This is an optimization exercise on Yosys and OpenROAD, whose aim is small area, a short achievable clock period and few clock cycles per item, not a production implementation.
Function was checked by simulation only, so behaviour that the tests miss may differ from the original.

==> inputs of run F <==
// fc_top
module fc_top (
   input  logic        clk,
   input  logic        rst_n,
   input  logic        beat_valid,
   input  logic [35:0] beat_lane,
   output logic        in_ready,
   input  logic        wb_cyc,
   input  logic        wb_stb,
   input  logic        wb_we,
   input  logic [8:0]  wb_adr,
   input  logic [7:0]  wb_dat_w,
   output logic        wb_ack,
   output logic [7:0]  wb_dat_r,
   output logic        res_valid,
   output logic [3:0]  res_index,
   output logic [11:0] res_value
);
==> module fc_param_store, before the edit <==
module fc_param_store (
   input  logic         clk,
   input  logic         rst_n,
   input  logic         wb_cyc,
   input  logic         wb_stb,
   input  logic         wb_we,
   input  logic [8:0]   wb_adr,
   input  logic [7:0]   wb_dat_w,
   output logic         wb_ack,
   output logic [7:0]   wb_dat_r,
   input  logic [3:0]   phase,
   output logic [239:0] beat_weights,
   output logic [79:0]  biases
);
   localparam int rings = 30;
   localparam logic [1:0] st_idle = 2'd0;
   localparam logic [1:0] st_wait = 2'd1;
   localparam logic [1:0] st_ack  = 2'd2;
   logic [127:0] ring [rings];
   logic [7:0]   bias_mem [10];
   logic [1:0]   st;
   logic [8:0]   adr_q;
   logic [7:0]   dat_q;
   logic [7:0]   rd_q;
   logic         hit;
   logic         ack_q;
   logic [4:0]   row;
   logic [3:0]   col;
   logic [7:0]   rd_dat;
   logic         wait_next;
   logic [29:0]  ring_we_q;
   logic [9:0]   bias_we_q;
   assign row = adr_q[8:4];
   assign col = adr_q[3:0];
   assign hit = (st == st_wait) && (phase == col || row >= 5'd30);
   always_ff @(posedge clk) begin
      if (!rst_n) begin
         st    <= st_idle;
         ack_q <= 1'b0;
      end else begin
         ack_q <= hit;
         case (st)
            st_idle: if (wb_cyc && wb_stb) st <= st_wait;
            st_wait: if (hit) st <= st_ack;
            default: st <= st_idle;
         endcase
      end
   end
   always_ff @(posedge clk) begin
      adr_q <= wb_adr;
      dat_q <= wb_dat_w;
   end
   assign wait_next = rst_n && ((st == st_idle && wb_cyc && wb_stb) ||
                                (st == st_wait && !hit));
   always_ff @(posedge clk) begin
      for (int r = 0; r < rings; r++) begin
         ring_we_q[r] <= wait_next && wb_we && wb_adr[8:4] == 5'(r) &&
                         wb_adr[3:0] == phase + 4'd1;
      end
      for (int c = 0; c < 10; c++) begin
         bias_we_q[c] <= wait_next && wb_we && wb_adr[8:4] == 5'd30 &&
                         wb_adr[3:0] == 4'(c);
      end
   end
   for (genvar r = 0; r < rings; r++) begin : g_ring
      always_ff @(posedge clk) begin
         if (ring_we_q[r]) begin
            ring[r] <= {dat_q, ring[r][127:8]};
         end else begin
            ring[r] <= {ring[r][7:0], ring[r][127:8]};
         end
      end
      assign beat_weights[8*r +: 8] = ring[r][127:120];
   end
   for (genvar c = 0; c < 10; c++) begin : g_bias
      always_ff @(posedge clk) begin
         if (bias_we_q[c]) begin
            bias_mem[c] <= dat_q;
         end
      end
      assign biases[8*c +: 8] = bias_mem[c];
   end
   always_comb begin
      rd_dat = '0;
      if (row < 5'd30) begin
         rd_dat = ring[row][7:0];
      end else if (row == 5'd30) begin
         for (int c = 0; c < 10; c++) begin
            if (col == 4'(c)) begin
               rd_dat = bias_mem[c];
            end
         end
      end
   end
   always_ff @(posedge clk) begin
      rd_q <= rd_dat;
   end
   assign wb_ack   = ack_q;
   assign wb_dat_r = rd_q;
endmodule
clock: 18.0 ns
lec_check: 0
abc_clock_period_in_ps: 3000
cap_margin: 20
core_margin: 2
core_utilization: 65
cts_cluster_diameter: 100
cts_cluster_size: 24
place_density: 0.74
slew_margin: 20
synth_hierarchical: 1
synth_minimum_keep_size: 0
standard.sh (not shown) runs the stock make flow with config.mk's settings and CLKGATE_MAP_FILE= SYNTH_SCRIPT=/design/flow/synth_recipe.tcl, a recipe that flattens the netlist after the stock synthesis.
==> flow/flow/run.sh <==
#!/bin/bash
# Layout flow: the standard ORFS flow (standard.sh, which also runs the
# standard synthesis), with two changes to how the layout is made:
#  - the ports are buffered with buf_4 cells rather than the delay buffer
#    that buffer_ports picks by default (every port still gets a buffer);
#  - repair_timing is asked to keep a setup margin, so that it sizes and
#    buffers the paths it would otherwise leave alone at the 18 ns clock.
# The clock, its period and the SDC are the standard flow's, unchanged.
set -euo pipefail
bash standard.sh \
   "SETUP_SLACK_MARGIN=${FC_SETUP_MARGIN:-13.2}" \
   "BUFFER_PORTS_ARGS=-buffer_cell sky130_fd_sc_hd__buf_4" \
   finish > flow_standard.log 2>&1
==> run R (differences from run F) <==
--- a/flow/design.v
+++ b/flow/design.v
@@ -19,14 +19,17 @@
    localparam logic [1:0] st_ack  = 2'd2;
    logic [127:0] ring [rings];
    logic [7:0]   bias_mem [10];
    logic [1:0]   st;
    logic [8:0]   adr_q;
    logic [7:0]   dat_q;
    logic [7:0]   rd_q;
+   logic [7:0]   rd_out_q;
+   logic [4:0]   rd_row;
+   logic [3:0]   rd_col;
    logic         hit;
    logic         ack_q;
    logic [4:0]   row;
    logic [3:0]   col;
    logic [7:0]   rd_dat;
    logic         wait_next;
    logic [29:0]  ring_we_q;
@@ -77,31 +80,34 @@
       always_ff @(posedge clk) begin
          if (bias_we_q[c]) begin
             bias_mem[c] <= dat_q;
          end
       end
       assign biases[8*c +: 8] = bias_mem[c];
    end
+   assign rd_row = wb_adr[8:4];
+   assign rd_col = wb_adr[3:0];
    always_comb begin
       rd_dat = '0;
-      if (row < 5'd30) begin
-         rd_dat = ring[row][7:0];
-      end else if (row == 5'd30) begin
+      if (rd_row < 5'd30) begin
+         rd_dat = ring[rd_row][15:8];
+      end else if (rd_row == 5'd30) begin
          for (int c = 0; c < 10; c++) begin
-            if (col == 4'(c)) begin
+            if (rd_col == 4'(c)) begin
                rd_dat = bias_mem[c];
             end
          end
       end
    end
    always_ff @(posedge clk) begin
-      rd_q <= rd_dat;
+      rd_q     <= rd_dat;
+      rd_out_q <= rd_q;
    end
    assign wb_ack   = ack_q;
-   assign wb_dat_r = rd_q;
+   assign wb_dat_r = rd_out_q;
 endmodule
 `timescale 1ns/1ps
 module fc_input_buffer (
    input  logic        clk,
    input  logic        rst_n,
    input  logic        beat_valid,
    input  logic [35:0] beat_lane,
@@ -203,15 +209,16 @@
    logic [9:0]   first_q;
    logic [9:0]   load_q;
    logic         last_q;
    logic [18:0]  nacc [out_num];
    logic [18:0]  nacc_next [out_num];
    logic [18:0]  bias_ext [out_num];
    logic [119:0] out_sr;
-   logic [3:0]   out_cnt;
+   logic         busy_q, busy_d;
+   logic [3:0]   cnt_q, cnt_d;
    for (genvar c = 0; c < out_num; c++) begin : g_bias
       assign bias_ext[c] = 19'($signed(biases[8*c +: 8]));
    end
    logic [18:0] nbase0;
    logic [7:0]  w0_0;
    assign w0_0 = beat_weights[7:0];
    logic [11:0] x0_0;
@@ -7173,43 +7180,74 @@
    always_ff @(posedge clk) begin
       for (int c = 0; c < out_num; c++) begin
          pa_q[c] <= pa_next[c];
          pb_q[c] <= pb_next[c];
          nacc[c] <= nacc_next[c];
       end
    end
+   always_comb begin
+      busy_d = busy_q;
+      cnt_d  = cnt_q;
+      if (last_q) begin
+         busy_d = 1'b1;
+         cnt_d  = '0;
+      end else if (busy_q) begin
+         cnt_d = cnt_q + 4'd1;
+         if (cnt_q == 4'(out_num - 1)) begin
+            busy_d = 1'b0;
+         end
+      end
+   end
    always_ff @(posedge clk) begin
       if (!rst_n) begin
-         last_q    <= 1'b0;
-         res_valid <= 1'b0;
-         out_cnt   <= '0;
+         last_q <= 1'b0;
+         busy_q <= 1'b0;
+         cnt_q  <= '0;
       end else begin
          last_q <= feat_valid && feat_last;
-         if (last_q) begin
-            res_valid <= 1'b1;
-            out_cnt   <= '0;
-         end else if (res_valid) begin
-            out_cnt <= out_cnt + 4'd1;
-            if (out_cnt == 4'(out_num - 1)) begin
-               res_valid <= 1'b0;
-            end
-         end
+         busy_q <= busy_d;
+         cnt_q  <= cnt_d;
       end
    end
+   fc_res_flags u_res_flags (
+      .clk     (clk),
+      .rst_n   (rst_n),
+      .valid_d (busy_d),
+      .index_d (cnt_d),
+      .valid_q (res_valid),
+      .index_q (res_index)
+   );
    always_ff @(posedge clk) begin
       out_sr <= {12'd0, out_sr[119:12]};
       for (int c = 0; c < out_num; c++) begin
          if (load_q[c]) begin
             out_sr[12*c +: 12] <= ~nacc_next[c][18:7];
          end
       end
    end
-   assign res_index = out_cnt;
    assign res_value = out_sr[11:0];
 endmodule
+module fc_res_flags (
+   input  logic       clk,
+   input  logic       rst_n,
+   input  logic       valid_d,
+   input  logic [3:0] index_d,
+   output logic       valid_q,
+   output logic [3:0] index_q
+);
+   always_ff @(posedge clk) begin
+      if (!rst_n) begin
+         valid_q <= 1'b0;
+         index_q <= '0;
+      end else begin
+         valid_q <= valid_d;
+         index_q <= index_d;
+      end
+   end
+endmodule
 module fc_flags (
    input  logic clk,
    input  logic first,
    input  logic last,
    output logic first_q,
    output logic last_q
 );
--- a/flow/flow/run.sh
+++ b/flow/flow/run.sh
@@ -4,10 +4,10 @@
 #  - the ports are buffered with buf_4 cells rather than the delay buffer
 #    that buffer_ports picks by default (every port still gets a buffer);
 #  - repair_timing is asked to keep a setup margin, so that it sizes and
 #    buffers the paths it would otherwise leave alone at the 18 ns clock.
 # The clock, its period and the SDC are the standard flow's, unchanged.
 set -euo pipefail
 bash standard.sh \
-   "SETUP_SLACK_MARGIN=${FC_SETUP_MARGIN:-13.2}" \
+   "SETUP_SLACK_MARGIN=${FC_SETUP_MARGIN:-13.3}" \
    "BUFFER_PORTS_ARGS=-buffer_cell sky130_fd_sc_hd__buf_4" \
    finish > flow_standard.log 2>&1
==> run Y (differences from run F) <==
--- a/flow/design.v
+++ b/flow/design.v
@@ -17,24 +17,22 @@
    localparam logic [1:0] st_idle = 2'd0;
    localparam logic [1:0] st_wait = 2'd1;
    localparam logic [1:0] st_ack  = 2'd2;
    logic [127:0] ring [rings];
    logic [7:0]   bias_mem [10];
    logic [1:0]   st;
    logic [8:0]   adr_q;
+   logic         we_q;
    logic [7:0]   dat_q;
    logic [7:0]   rd_q;
    logic         hit;
    logic         ack_q;
    logic [4:0]   row;
    logic [3:0]   col;
    logic [7:0]   rd_dat;
-   logic         wait_next;
-   logic [29:0]  ring_we_q;
-   logic [9:0]   bias_we_q;
    assign row = adr_q[8:4];
    assign col = adr_q[3:0];
    assign hit = (st == st_wait) && (phase == col || row >= 5'd30);
    always_ff @(posedge clk) begin
       if (!rst_n) begin
          st    <= st_idle;
          ack_q <= 1'b0;
@@ -45,41 +43,30 @@
             st_wait: if (hit) st <= st_ack;
             default: st <= st_idle;
          endcase
       end
    end
    always_ff @(posedge clk) begin
       adr_q <= wb_adr;
+      we_q  <= wb_we;
       dat_q <= wb_dat_w;
    end
-   assign wait_next = rst_n && ((st == st_idle && wb_cyc && wb_stb) ||
-                                (st == st_wait && !hit));
-   always_ff @(posedge clk) begin
-      for (int r = 0; r < rings; r++) begin
-         ring_we_q[r] <= wait_next && wb_we && wb_adr[8:4] == 5'(r) &&
-                         wb_adr[3:0] == phase + 4'd1;
-      end
-      for (int c = 0; c < 10; c++) begin
-         bias_we_q[c] <= wait_next && wb_we && wb_adr[8:4] == 5'd30 &&
-                         wb_adr[3:0] == 4'(c);
-      end
-   end
    for (genvar r = 0; r < rings; r++) begin : g_ring
       always_ff @(posedge clk) begin
-         if (ring_we_q[r]) begin
+         if (hit && we_q && row == 5'(r)) begin
             ring[r] <= {dat_q, ring[r][127:8]};
          end else begin
             ring[r] <= {ring[r][7:0], ring[r][127:8]};
          end
       end
       assign beat_weights[8*r +: 8] = ring[r][127:120];
    end
    for (genvar c = 0; c < 10; c++) begin : g_bias
       always_ff @(posedge clk) begin
-         if (bias_we_q[c]) begin
+         if (hit && we_q && row == 5'd30 && col == 4'(c)) begin
             bias_mem[c] <= dat_q;
          end
       end
       assign biases[8*c +: 8] = bias_mem[c];
    end
    always_comb begin
       rd_dat = '0;
--- a/flow/flow/run.sh
+++ b/flow/flow/run.sh
@@ -4,10 +4,10 @@
 #  - the ports are buffered with buf_4 cells rather than the delay buffer
 #    that buffer_ports picks by default (every port still gets a buffer);
 #  - repair_timing is asked to keep a setup margin, so that it sizes and
 #    buffers the paths it would otherwise leave alone at the 18 ns clock.
 # The clock, its period and the SDC are the standard flow's, unchanged.
 set -euo pipefail
 bash standard.sh \
-   "SETUP_SLACK_MARGIN=${FC_SETUP_MARGIN:-13.2}" \
+   "SETUP_SLACK_MARGIN=${FC_SETUP_MARGIN:-12.9}" \
    "BUFFER_PORTS_ARGS=-buffer_cell sky130_fd_sc_hd__buf_4" \
    finish > flow_standard.log 2>&1
==> run X (differences from run F) <==
--- a/flow/design.v
+++ b/flow/design.v
@@ -203,15 +203,16 @@
    logic [9:0]   first_q;
    logic [9:0]   load_q;
    logic         last_q;
    logic [18:0]  nacc [out_num];
    logic [18:0]  nacc_next [out_num];
    logic [18:0]  bias_ext [out_num];
    logic [119:0] out_sr;
-   logic [3:0]   out_cnt;
+   logic         busy_q, busy_d;
+   logic [3:0]   cnt_q, cnt_d;
    for (genvar c = 0; c < out_num; c++) begin : g_bias
       assign bias_ext[c] = 19'($signed(biases[8*c +: 8]));
    end
    logic [18:0] nbase0;
    logic [7:0]  w0_0;
    assign w0_0 = beat_weights[7:0];
    logic [11:0] x0_0;
@@ -7173,43 +7174,74 @@
    always_ff @(posedge clk) begin
       for (int c = 0; c < out_num; c++) begin
          pa_q[c] <= pa_next[c];
          pb_q[c] <= pb_next[c];
          nacc[c] <= nacc_next[c];
       end
    end
+   always_comb begin
+      busy_d = busy_q;
+      cnt_d  = cnt_q;
+      if (last_q) begin
+         busy_d = 1'b1;
+         cnt_d  = '0;
+      end else if (busy_q) begin
+         cnt_d = cnt_q + 4'd1;
+         if (cnt_q == 4'(out_num - 1)) begin
+            busy_d = 1'b0;
+         end
+      end
+   end
    always_ff @(posedge clk) begin
       if (!rst_n) begin
-         last_q    <= 1'b0;
-         res_valid <= 1'b0;
-         out_cnt   <= '0;
+         last_q <= 1'b0;
+         busy_q <= 1'b0;
+         cnt_q  <= '0;
       end else begin
          last_q <= feat_valid && feat_last;
-         if (last_q) begin
-            res_valid <= 1'b1;
-            out_cnt   <= '0;
-         end else if (res_valid) begin
-            out_cnt <= out_cnt + 4'd1;
-            if (out_cnt == 4'(out_num - 1)) begin
-               res_valid <= 1'b0;
-            end
-         end
+         busy_q <= busy_d;
+         cnt_q  <= cnt_d;
       end
    end
+   fc_res_flags u_res_flags (
+      .clk     (clk),
+      .rst_n   (rst_n),
+      .valid_d (busy_d),
+      .index_d (cnt_d),
+      .valid_q (res_valid),
+      .index_q (res_index)
+   );
    always_ff @(posedge clk) begin
       out_sr <= {12'd0, out_sr[119:12]};
       for (int c = 0; c < out_num; c++) begin
          if (load_q[c]) begin
             out_sr[12*c +: 12] <= ~nacc_next[c][18:7];
          end
       end
    end
-   assign res_index = out_cnt;
    assign res_value = out_sr[11:0];
 endmodule
+module fc_res_flags (
+   input  logic       clk,
+   input  logic       rst_n,
+   input  logic       valid_d,
+   input  logic [3:0] index_d,
+   output logic       valid_q,
+   output logic [3:0] index_q
+);
+   always_ff @(posedge clk) begin
+      if (!rst_n) begin
+         valid_q <= 1'b0;
+         index_q <= '0;
+      end else begin
+         valid_q <= valid_d;
+         index_q <= index_d;
+      end
+   end
+endmodule
 module fc_flags (
    input  logic clk,
    input  logic first,
    input  logic last,
    output logic first_q,
    output logic last_q
 );
--- a/flow/flow/run.sh
+++ b/flow/flow/run.sh
@@ -4,10 +4,10 @@
 #  - the ports are buffered with buf_4 cells rather than the delay buffer
 #    that buffer_ports picks by default (every port still gets a buffer);
 #  - repair_timing is asked to keep a setup margin, so that it sizes and
 #    buffers the paths it would otherwise leave alone at the 18 ns clock.
 # The clock, its period and the SDC are the standard flow's, unchanged.
 set -euo pipefail
 bash standard.sh \
-   "SETUP_SLACK_MARGIN=${FC_SETUP_MARGIN:-13.2}" \
+   "SETUP_SLACK_MARGIN=${FC_SETUP_MARGIN:-13.0}" \
    "BUFFER_PORTS_ARGS=-buffer_cell sky130_fd_sc_hd__buf_4" \
    finish > flow_standard.log 2>&1
==> flow_metrics.tcl <==
set metrics [dict create \
    status "complete, no violations" \
    power.total_w 0.0168 \
    fin_nets 17000 \
    fillers 19800 \
    switching_share 0.211 \
    multi_input_area_um2 84000 \
    seq-power_w 0.0108 \
    fin_util 0.688 \
]
the above is filed under run Y

==> flow_metrics.tcl <==
set metrics [dict create \
    min_period_over_period 0.282 \
    switching_share 0.210 \
    insertedDiodeCount 74 \
    seq-power_w 0.0109 \
    status "complete, no violations" \
    fin_util 0.687 \
    fillers 20100 \
    multi_input_area_um2 84000 \
    power.total_w 0.0170 \
]
the above is filed under run F

==> flow_metrics.tcl <==
set metrics [dict create \
    seq-power_w 0.0109 \
    fin_nets 17100 \
    power.total_w 0.0168 \
    top_register "u_param_store.ring" \
    cts_buffers 236 \
    fin_util 0.685 \
    fillers 20200 \
    status "complete, no violations" \
    switching_share 0.207 \
    met3_length_um 66300 \
]
the above is filed under run X

==> flow_metrics.tcl <==
set metrics [dict create \
    fin_util 0.688 \
    switching_share 0.209 \
    power.total_w 0.0169 \
    fillers 19800 \
    status "complete, no violations" \
    die_area_um2 296000 \
    fin_nets 17100 \
    multi_input_area_um2 84400 \
    wirelength_um 565000 \
]
the above is filed under run R

Testbench counts of run F, summed over its fixed seeds: cycles 6,403, frames 384.
Testbench counts of run R, summed over its fixed seeds: cycles 6,403, frames 384.
Testbench counts of run Y, summed over its fixed seeds: cycles 6,403, frames 384.
Testbench counts of run X, summed over its fixed seeds: cycles 6,403, frames 384.

## re-timing with driven ports
Ports are ideal in the flow. The routed layouts listed here were re-timed in OpenROAD.
Step 1, drivers: a clkbuf_16 drives clk and a buf_2 each remaining input, both assumed.
Step 2 adds t to the input delays and takes it off the output delays; t is the mean of the earliest and latest rising clock arrival at the registers after step 1. Input paths then give back, and output paths get back, about the clock's delay inside the block.
Three values: ideal, step 1, step 2; two values: the first two.
| run | shift t [ns] | slack for setup (ns) | worst hold slack (ns) | worst setup path after step 2 | cell pins on the clock port's net |
|---|---|---|---|---|---|
| run F | 1.072 | 12.921 / 12.816 / 12.181 | 0.252 / 0.252 / 0.252 | input to register | 1 |
| run R | 1.059 | 12.859 / 12.772 / 12.132 | 0.233 / 0.233 / 0.233 | input to register | 1 |
| run Y | 1.072 | 12.948 / 12.844 / 12.525 | 0.248 / 0.248 / 0.248 | input to register | 1 |
| run X | 1.052 | 12.860 / 12.752 / 12.225 | 0.268 / 0.268 / 0.268 | input to register | 1 |
After both steps setup and hold are still met in every run listed. The setup slack of run F, which loses most, moves by -0.105 ns with the drivers and by -0.740 ns with both steps.
